This design comes from an exercise in tuning for small area and a short achievable clock period on the open sky130 flow, not from production work.
In this exercise RTL edits were held to simulation tests only and were not proved equivalent to the original.
No activity file was given, so power comes from the tool's default toggle rates.

$ cat config.mk
export PLATFORM = sky130hd
export DESIGN_NAME = video_frame_top
export DESIGN_NICKNAME = video_frame_top
export VERILOG_FILES = /design/flow/design.v
export SDC_FILE = /design/flow/constraint.sdc
export NUM_CORES = 4
export LEC_CHECK = 0
export CAP_MARGIN = 20
export CORE_MARGIN = 2
export CORE_UTILIZATION = 40
export SLEW_MARGIN = 20
$ cat constraint.sdc
create_clock -name core_clock -period 3.5 [get_ports {clk}]
set_input_delay 0.7000 -clock core_clock [delete_from_list [all_inputs] [get_ports {clk}]]
set_output_delay 0.7000 -clock core_clock [all_outputs]
set_load 0.01 [all_outputs]
$ cat design.v
package video_pkg;
   typedef enum logic [1:0] {
      mode_view,
      mode_source,
      mode_copy,
      mode_result
   } mode_t;
   typedef logic [7:0] pixel_t;
   typedef logic [$clog2(16 * 8)-1:0] vaddr_t;
   typedef logic [$clog2(64)-1:0] hcount_t;
   typedef logic [$clog2(30)-1:0] vcount_t;
endpackage
`timescale 1ns/1ps
module raster_timing
(
   input  logic    clk,
   input  logic    arst_n,
   output video_pkg::hcount_t hcount,
   output video_pkg::vcount_t vcount,
   output logic    hsync,
   output logic    vsync,
   output logic    blank
);
   logic hblank;
   logic vblank;
   logic hblank_on;
   logic hsync_on;
   logic hsync_off;
   logic hreset;
   logic vblank_on;
   logic vsync_on;
   logic vsync_off;
   logic vreset;
   logic next_hblank;
   logic next_vblank;
   assign hblank_on = (hcount == video_pkg::hcount_t'(48 - 1));
   assign hsync_on  = (hcount == video_pkg::hcount_t'(52 - 1));
   assign hsync_off = (hcount == video_pkg::hcount_t'(58 - 1));
   assign hreset    = (hcount == video_pkg::hcount_t'(64 - 1));
   assign vblank_on = hreset && (vcount == video_pkg::vcount_t'(24 - 1));
   assign vsync_on  = hreset && (vcount == video_pkg::vcount_t'(26 - 1));
   assign vsync_off = hreset && (vcount == video_pkg::vcount_t'(28 - 1));
   assign vreset    = hreset && (vcount == video_pkg::vcount_t'(30 - 1));
   assign next_hblank = hreset ? 1'b0 : (hblank_on ? 1'b1 : hblank);
   assign next_vblank = vreset ? 1'b0 : (vblank_on ? 1'b1 : vblank);
   always_ff @(posedge clk or negedge arst_n) begin
      if (!arst_n) begin
         hcount <= '0;
         vcount <= '0;
         hblank <= 1'b0;
         vblank <= 1'b0;
         hsync  <= 1'b1;
         vsync  <= 1'b1;
         blank  <= 1'b1;
      end else begin
         hcount <= hreset ? '0 : hcount + 1'b1;
         if (hreset) begin
            vcount <= vreset ? '0 : vcount + 1'b1;
         end
         hblank <= next_hblank;
         vblank <= next_vblank;
         hsync  <= hsync_on ? 1'b0 : (hsync_off ? 1'b1 : hsync);
         vsync  <= vsync_on ? 1'b0 : (vsync_off ? 1'b1 : vsync);
         blank  <= next_vblank | next_hblank;
      end
   end
endmodule
`timescale 1ns/1ps
module frame_reader
(
   input  logic    clk,
   input  logic    arst_n,
   input  video_pkg::hcount_t hcount,
   input  video_pkg::vcount_t vcount,
   input  logic    hsync,
   input  logic    vsync,
   input  logic    blank,
   output video_pkg::vaddr_t  rd_addr,
   input  video_pkg::pixel_t  rd_data,
   output video_pkg::pixel_t  vid_pixel,
   output logic    vid_hsync,
   output logic    vid_vsync,
   output logic    vid_blank
);
   localparam int HW     = $clog2(64) + 1;
   localparam int X_BITS = $clog2(16);
   localparam int Y_BITS = $clog2(8);
   logic [HW-1:0]      h_ahead;
   logic               line_wrap;
   video_pkg::hcount_t            h_fc;
   video_pkg::vcount_t            v_fc;
   video_pkg::hcount_t            x_img;
   video_pkg::vcount_t            y_img;
   logic               in_win;
   logic [2-1:0] in_win_q;
   assign h_ahead   = {1'b0, hcount} + HW'(2);
   assign line_wrap = (h_ahead >= HW'(64));
   assign h_fc      = line_wrap ? video_pkg::hcount_t'(h_ahead - HW'(64)) : video_pkg::hcount_t'(h_ahead);
   always_comb begin
      if (!line_wrap) begin
         v_fc = vcount;
      end else if (vcount == video_pkg::vcount_t'(30 - 1)) begin
         v_fc = '0;
      end else begin
         v_fc = vcount + 1'b1;
      end
   end
   assign x_img  = h_fc - video_pkg::hcount_t'(8);
   assign y_img  = v_fc - video_pkg::vcount_t'(4);
   assign in_win = (h_fc >= video_pkg::hcount_t'(8)) && (x_img < video_pkg::hcount_t'(16)) &&
                   (v_fc >= video_pkg::vcount_t'(4)) && (y_img < video_pkg::vcount_t'(8));
   assign rd_addr = {y_img[Y_BITS-1:0], x_img[X_BITS-1:0]};
   always_ff @(posedge clk or negedge arst_n) begin
      if (!arst_n) begin
         in_win_q  <= '0;
         vid_pixel <= '0;
         vid_hsync <= 1'b1;
         vid_vsync <= 1'b1;
         vid_blank <= 1'b1;
      end else begin
         in_win_q[0] <= in_win;
         for (int i = 1; i < 2; i++) begin
            in_win_q[i] <= in_win_q[i-1];
         end
         vid_hsync <= hsync;
         vid_vsync <= vsync;
         vid_blank <= blank;
         if (blank) begin
            vid_pixel <= '0;
         end else if (in_win_q[2-1]) begin
            vid_pixel <= rd_data;
         end else begin
            vid_pixel <= video_pkg::pixel_t'(8'h80);
         end
      end
   end
endmodule
`timescale 1ns/1ps
module camera_writer
(
   input  logic   clk,
   input  logic   arst_n,
   input  logic   cam_valid,
   input  logic   cam_frame_start,
   input  video_pkg::pixel_t cam_pixel,
   output video_pkg::vaddr_t cam_addr,
   output video_pkg::pixel_t cam_data,
   output logic   cam_we
);
   localparam int N_PIX = 16 * 8;
   video_pkg::vaddr_t wr_ptr;
   video_pkg::vaddr_t this_addr;
   assign this_addr = cam_frame_start ? '0 : wr_ptr;
   always_ff @(posedge clk or negedge arst_n) begin
      if (!arst_n) begin
         wr_ptr <= '0;
         cam_we <= 1'b0;
      end else begin
         cam_we <= cam_valid;
         if (cam_valid) begin
            wr_ptr <= (this_addr == video_pkg::vaddr_t'(N_PIX - 1)) ? '0 : this_addr + 1'b1;
         end else if (cam_frame_start) begin
            wr_ptr <= '0;
         end
      end
   end
   always_ff @(posedge clk) begin
      if (cam_valid) begin
         cam_addr <= this_addr;
         cam_data <= cam_pixel;
      end
   end
endmodule
`timescale 1ns/1ps
module frame_mirror
(
   input  logic   clk,
   input  logic   arst_n,
   input  logic   copy_start,
   output video_pkg::vaddr_t src_addr,
   input  video_pkg::pixel_t src_data,
   output video_pkg::vaddr_t dst_addr,
   output video_pkg::pixel_t dst_data,
   output logic   dst_we,
   output logic   copy_done
);
   localparam int N_PIX  = 16 * 8;
   localparam int X_BITS = $clog2(16);
   typedef enum logic [1:0] {
      st_idle,
      st_run,
      st_drain
   } state_t;
   state_t             state;
   video_pkg::vaddr_t             src_cnt;
   logic               issue;
   logic               last_issue;
   video_pkg::vaddr_t             mirror_addr;
   logic [2-1:0] vld_q;
   logic [2-1:0] last_q;
   video_pkg::vaddr_t             dst_q [2];
   assign issue      = (state == st_run);
   assign last_issue = issue && (src_cnt == video_pkg::vaddr_t'(N_PIX - 1));
   assign src_addr   = src_cnt;
   assign mirror_addr = {src_cnt[$clog2(16 * 8)-1:X_BITS], ~src_cnt[X_BITS-1:0]};
   always_ff @(posedge clk or negedge arst_n) begin
      if (!arst_n) begin
         state     <= st_idle;
         src_cnt   <= '0;
         vld_q     <= '0;
         last_q    <= '0;
         copy_done <= 1'b0;
      end else begin
         case (state)
            st_idle: begin
               if (copy_start) begin
                  state   <= st_run;
                  src_cnt <= '0;
               end
            end
            st_run: begin
               src_cnt <= src_cnt + 1'b1;
               if (last_issue) begin
                  state <= st_drain;
               end
            end
            st_drain: begin
               if (last_q[2-1]) begin
                  state <= st_idle;
               end
            end
            default: state <= st_idle;
         endcase
         vld_q[0]  <= issue;
         last_q[0] <= last_issue;
         for (int i = 1; i < 2; i++) begin
            vld_q[i]  <= vld_q[i-1];
            last_q[i] <= last_q[i-1];
         end
         copy_done <= last_q[2-1];
      end
   end
   always_ff @(posedge clk) begin
      dst_q[0] <= mirror_addr;
      for (int i = 1; i < 2; i++) begin
         dst_q[i] <= dst_q[i-1];
      end
   end
   assign dst_addr = dst_q[2-1];
   assign dst_data = src_data;
   assign dst_we   = vld_q[2-1];
endmodule
`timescale 1ns/1ps
module bank_arbiter
(
   input  video_pkg::mode_t  mode,
   input  video_pkg::vaddr_t cam_addr,
   input  video_pkg::pixel_t cam_data,
   input  logic   cam_we,
   input  video_pkg::vaddr_t rd_addr,
   input  video_pkg::vaddr_t src_addr,
   input  video_pkg::vaddr_t dst_addr,
   input  video_pkg::pixel_t dst_data,
   input  logic   dst_we,
   output video_pkg::vaddr_t bank0_addr,
   output video_pkg::pixel_t bank0_wdata,
   output logic   bank0_we,
   output video_pkg::vaddr_t bank1_addr,
   output video_pkg::pixel_t bank1_wdata,
   output logic   bank1_we,
   input  video_pkg::pixel_t bank0_rdata,
   input  video_pkg::pixel_t bank1_rdata,
   output video_pkg::pixel_t rd_data,
   output video_pkg::pixel_t src_data
);
   always_comb begin
      bank0_addr  = '0;
      bank0_wdata = '0;
      bank0_we    = 1'b0;
      bank1_addr  = '0;
      bank1_wdata = '0;
      bank1_we    = 1'b0;
      rd_data     = '0;
      src_data    = '0;
      case (mode)
         video_pkg::mode_view: begin
            bank0_addr  = cam_addr;
            bank0_wdata = cam_data;
            bank0_we    = cam_we;
         end
         video_pkg::mode_source: begin
            bank0_addr = rd_addr;
            rd_data    = bank0_rdata;
         end
         video_pkg::mode_copy: begin
            bank0_addr  = src_addr;
            src_data    = bank0_rdata;
            bank1_addr  = dst_addr;
            bank1_wdata = dst_data;
            bank1_we    = dst_we;
         end
         video_pkg::mode_result: begin
            bank1_addr = rd_addr;
            rd_data    = bank1_rdata;
         end
         default: ;
      endcase
   end
endmodule
`timescale 1ns/1ps
module zbt_bank (
   input  logic                                clk,
   input  logic [$clog2(16 * 8)-1:0] addr,
   input  logic [7:0]                          wdata,
   input  logic                                we,
   output logic [7:0]                          rdata
);
   localparam int DEPTH = 16 * 8;
   logic [7:0]               mem [DEPTH];
   logic [$clog2(DEPTH)-1:0] addr_q;
   always_ff @(posedge clk) begin
      if (we) begin
         mem[addr] <= wdata;
      end
      addr_q <= addr;
      rdata  <= mem[addr_q];
   end
endmodule
`timescale 1ns/1ps
module video_frame_top
(
   input  logic   clk,
   input  logic   arst_n,
   input  video_pkg::mode_t  mode,
   input  logic   cam_valid,
   input  logic   cam_frame_start,
   input  video_pkg::pixel_t cam_pixel,
   input  logic   copy_start,
   output logic   copy_done,
   output video_pkg::pixel_t vid_pixel,
   output logic   vid_hsync,
   output logic   vid_vsync,
   output logic   vid_blank
);
   video_pkg::hcount_t hcount;
   video_pkg::vcount_t vcount;
   logic    hsync;
   logic    vsync;
   logic    blank;
   video_pkg::vaddr_t  rd_addr;
   video_pkg::pixel_t  rd_data;
   video_pkg::vaddr_t  cam_addr;
   video_pkg::pixel_t  cam_data;
   logic    cam_we;
   video_pkg::vaddr_t  src_addr;
   video_pkg::pixel_t  src_data;
   video_pkg::vaddr_t  dst_addr;
   video_pkg::pixel_t  dst_data;
   logic    dst_we;
   video_pkg::vaddr_t  bank0_addr;
   video_pkg::pixel_t  bank0_wdata;
   logic    bank0_we;
   video_pkg::pixel_t  bank0_rdata;
   video_pkg::vaddr_t  bank1_addr;
   video_pkg::pixel_t  bank1_wdata;
   logic    bank1_we;
   video_pkg::pixel_t  bank1_rdata;
   raster_timing timing (
      .clk    (clk),
      .arst_n (arst_n),
      .hcount (hcount),
      .vcount (vcount),
      .hsync  (hsync),
      .vsync  (vsync),
      .blank  (blank)
   );
   frame_reader reader (
      .clk       (clk),
      .arst_n    (arst_n),
      .hcount    (hcount),
      .vcount    (vcount),
      .hsync     (hsync),
      .vsync     (vsync),
      .blank     (blank),
      .rd_addr   (rd_addr),
      .rd_data   (rd_data),
      .vid_pixel (vid_pixel),
      .vid_hsync (vid_hsync),
      .vid_vsync (vid_vsync),
      .vid_blank (vid_blank)
   );
   camera_writer cam_wr (
      .clk             (clk),
      .arst_n          (arst_n),
      .cam_valid       (cam_valid),
      .cam_frame_start (cam_frame_start),
      .cam_pixel       (cam_pixel),
      .cam_addr        (cam_addr),
      .cam_data        (cam_data),
      .cam_we          (cam_we)
   );
   frame_mirror mirror (
      .clk        (clk),
      .arst_n     (arst_n),
      .copy_start (copy_start),
      .src_addr   (src_addr),
      .src_data   (src_data),
      .dst_addr   (dst_addr),
      .dst_data   (dst_data),
      .dst_we     (dst_we),
      .copy_done  (copy_done)
   );
   bank_arbiter arbiter (
      .mode        (mode),
      .cam_addr    (cam_addr),
      .cam_data    (cam_data),
      .cam_we      (cam_we),
      .rd_addr     (rd_addr),
      .src_addr    (src_addr),
      .dst_addr    (dst_addr),
      .dst_data    (dst_data),
      .dst_we      (dst_we),
      .bank0_addr  (bank0_addr),
      .bank0_wdata (bank0_wdata),
      .bank0_we    (bank0_we),
      .bank1_addr  (bank1_addr),
      .bank1_wdata (bank1_wdata),
      .bank1_we    (bank1_we),
      .bank0_rdata (bank0_rdata),
      .bank1_rdata (bank1_rdata),
      .rd_data     (rd_data),
      .src_data    (src_data)
   );
   zbt_bank bank0 (
      .clk   (clk),
      .addr  (bank0_addr),
      .wdata (bank0_wdata),
      .we    (bank0_we),
      .rdata (bank0_rdata)
   );
   zbt_bank bank1 (
      .clk   (clk),
      .addr  (bank1_addr),
      .wdata (bank1_wdata),
      .we    (bank1_we),
      .rdata (bank1_rdata)
   );
endmodule
$ cat run.sh
#!/bin/bash
# synth_recipe.tcl (not shown) runs the flow's synth.tcl, then flattens the netlist and writes it again
# the make line also repeats each setting of config.mk as NAME=value (left out here)
make -C /OpenROAD-flow-scripts/flow DESIGN_CONFIG=/design/flow/config.mk WORK_HOME=/design/flow/orfs CLKGATE_MAP_FILE= SYNTH_SCRIPT=/design/flow/synth_recipe.tcl finish
==> flow_summary.toml <==
[status]
status = "no timing/DRC/antenna violations"

[synth]
synth_top_cell_by_area = "edfxtp_1"
postSynthCellCount = 3631
syn_area_per_cell_um2 = 23.0
synth_most_common_cell = "edfxtp_1"
syn_area_um2 = 83400
synth_edf_count = 2063
synth.distinct_cells = 51
ys_warn_count = 7
syn_nets = 3658
synth_top_area_share_pct = 74.2
synth_ff_type = "edfxtp_1"
synth-seq-area-share_pct = 76.8
synth_common_cells = "edfxtp_1, mux4_2, nor3_1"
ys_ff_latch = 2158
synthArstFlopShare_pct = 2.36
synth_top_cells_by_area = "edfxtp_1, mux4_2, dfrtp_1, nor3_1, dfxtp_1"

[clocking]
cts_buffers = 203
cts_root_buffer = "clkbuf_16"
tritoncts = "done"
cts_setup_buffers = 0
cts.clk_slew.worst_paths_ns = 0.06
clockBufferDepth = 3
cts_htree_levels = 4
clock_sinks = 2158
clk_latency_ns = 0.83

[placed_design]
place_ws_ns = -0.329
io_buffer_count = 26
dp_hpwl_um = 121000
routabilityCongestion = 0.808

[timing]
setup-tns-final_ns = 0
slew_headroom_pct = 40.5
holdWs_ns = 0.326
max_freq_mhz = 302
setup_viol = 0
rsz0062_at_grt = "no"
timing.final.ws_setup_ns = 0.191
fin_crit_ns = 3.31
period_share_pct = 94.5
worst_pin_slew_ns = 0.892
drv_slew = 0
skew_ns = 0.0334
hold_viol = 0

[worst_setup_path]
cp.required_ns = 4.04
rrSetupSlack_ns = 0.19
crit_family = "buffers and inverters"
cp_slowest_stage_delay_ns = 0.71
cp_num_cells = 11
cp-end-kind = "register"
cp.arrival_ns = 3.85
path_buf_inv = 5
cp_common_cell = "buf_4"
worstPathMaxFanout = 12
slowest_stage = "nor3_1"
setup.worst_path.start_class = "register"
r2r_start = "timing.vcount[1]$_DFFE_PN0P_"
critPathKind = "register to register"
crit_chain = "inv_1, ha_1, a41oi_1, o31ai_1, buf_4, a32o_1, o21ai_2, buf_12, buf_4, nor3_1, buf_4"
rr_endpoint = "bank0.mem[109][5]$_DFFE_PP_"
r2r_cells = 11

[floorplanning]
core-area_um2 = 207000
num_io_pins = 27
die_h_um = 461
initial_core_util_pct = 40.3
dieArea_um2 = 212000
die_w_um = 461
row_count = 167

[detailed_routing]
dr.pass1.iters = 5
dr_total_vias = 39244
remaining_drc_errors = 0
antenna_left = 0
wirelength_um = 197000
avgViaCountPerCell = 5.52
drt-wirelength-per-cell_um = 27.7
drtIter0Drc = 4593

[power_and_ir_drop]
p_sw_mw = 10.9
swShare_pct = 20.6
share_comb_of_total_power_pct = 4.1
power.share.clock_pct = 41.9
vdd_drop_max_v = 0.000540
p_int_mw = 41.9
leakage_nw = 30.8
p_total_mw = 52.7
seqPwrFrac_pct = 54.0
p_per_area_nw_per_um2 = 540

[flow_run]
drv_cap = 0

[grt]
grt_max_degree = 129
grt_pass1_vias = 39917
grt_usage_pct = 18.7
antenna_found_initial = 2
grt_pass1_wl_um = 287000
grt-ovfl-total = 0

[cells_and_area]
final-seq-area_um2 = 64100
multiInputGateArea_um2 = 18400
nNetsFinal = 4169
areaGrowthSynthToFinish_pct = 17.1
n_fill_cell = 17000
drive_above_1_share_pct = 35.3

[hold_path]
worstHoldPathType = "register to register"
min_to = "mirror.dst_q[1][1]$_DFF_P_"
min_from = "mirror.dst_q[0][1]$_DFF_P_"
hold_depth = 0
-- through the flow --
stage / std cells / util (%) / area, µm²
3_3_place_gp: 6724 / 43.9 / 91000
6_report: 7105 / 47.1 / 97700
5_1_grt: 7105 / 47.1 / 97700
3_5_place_dp: 6724 / 43.9 / 91000
4_1_cts: 7104 / 47.1 / 97700
2_1_floorplan: 3631 / - / 83400
-- cells in the final DEF (no fill, tap or decap), types with 9 or more instances in the layout --
cell type,count
clkdlybuf4s50_1,25
buf_4,427
mux2_2,21
clkbuf_1,42
bufinv_16,24
buf_12,74
nand2_1,46
and2_4,16
clkinv_1,51
ha_1,12
inv_1,27
clkinvlp_4,9
dfxtp_1,36
clkbuf_16,208
nand3_1,24
a21oi_1,11
clkinv_2,32
mux2i_1,15
edfxtp_1,2063
mux4_2,672
dfrtp_1,45
nor2_1,100
o21ai_0,15
nor3_1,189
-- power by group through the flow --
stage | clock, mW | sequential (mW) | combinational (mW)
final | 22.1 | 28.5 | 2.17
after global routing | 23.5 | 28.5 | 2.28
after CTS | 22.5 | 28.5 | 2.20
after detailed placement | 0 | 29.0 | 2.21
after global placement | 0 | 29.0 | 2.17
after floorplan | 0 | 29.0 | 1.21
-- state kept, by name, summed over array words and instances (netlist names), 8 cells and up --
| name | count |
|---|---|
| reader.vid_pixel | 8 |
| bank0.mem | 1024 |
| mirror.dst_q | 14 |
| cam_wr.cam_data | 8 |
| bank0.rdata | 8 |
| bank1.mem | 1024 |
| bank1.rdata | 8 |
-- cell type report --
cell class              instances  area share [%]
clock inverters               129            1.32
multi-input cells            1224            18.8
inverters                      27           0.104
clock buffers                 250            5.49
well taps                    2788            3.57
flip-flops and latches       2158            65.7
diodes                          1         0.00256
repair buffers                528            5.07
-- cell families after synthesis --
logic type | count (synthesis) | share of synthesized area (%)
compound gates | 70 | 0.576
xor+xnor | 12 | 0.126
fa+ha+maj | 12 | 0.180
buf+inv | 249 | 1.27
flops | 2158 | 76.8
mux | 708 | 18.6
simple gates | 422 | 2.40
-- worst max-delay path by stage --
stage | endpoint | slack, ns | from
after floorplan | bank0.mem[0][0]$_DFFE_PP_ | 0.04 | mode[1]
after global placement | bank0.mem[118][6]$_DFFE_PP_ | -0.44 | mode[1]
after detailed placement | bank0.mem[124][6]$_DFFE_PP_ | -0.33 | mode[1]
after CTS | bank0.mem[124][0]$_DFFE_PP_ | 0.12 | timing.vcount[1]$_DFFE_PN0P_
after global routing | bank0.mem[104][0]$_DFFE_PP_ | 0.003 | timing.hcount[1]$_DFF_PN0_
final | bank0.mem[109][5]$_DFFE_PP_ | 0.19 | timing.vcount[1]$_DFFE_PN0P_
-- metal layers --
layer / global-route usage, % / vias up / wire (µm)
met5: 0 / - / 0
met4: 4.59 / 0 / 4050
met3: 2.83 / 230 / 12000
met2: 29.8 / 1338 / 96000
met1: 27.2 / 21202 / 84900
li1: - / 16474 / -
-- worst register-to-register path, stage by stage, from the launching register on --
cell	delay, ns
dfrtp_1	0.43
inv_1	0.11
ha_1	0.19
a41oi_1	0.17
o31ai_1	0.28
buf_4	0.18
a32o_1	0.25
o21ai_2	0.11
buf_12	0.16
buf_4	0.17
nor3_1	0.71
buf_4	0.27
-- timing repair --
action / 4_1_cts / 5_1_grt
gates resized for setup: 0 / 2
endpoints found under the setup margin: 0 / 8
hold buffers: 1 / 0
endpoints found under the hold margin: 29 / 0

## port drivers added, routing unchanged
The results above use ideal ports. As a check the final layout listed here was re-extracted and re-timed, cells and wires unchanged. Step 1, drivers: a clkbuf_16 drives clk and a buf_2 each remaining input, both assumed. Step 2 times the ports against the registers' clock, not the clock port: input delays grow and output delays shrink by t, the midpoint of the rising clock arrivals with the driver on. a / b / c = ideal ports / drivers / drivers and shift; a / b = the first two.
shift t [ns]: 0.902
setup slack, ns: 0.191 / 0.191 / -0.305
clock arrival spread, ns: 0.037 / 0.038
worst slew at a driven data input, ns: 0.21
cell pins on the clock port's net: 1
Met with ideal ports but missed after step 2: setup timing in this run. For this run, drivers alone change the setup slack by 0.000 ns; drivers and shift together by -0.496 ns.
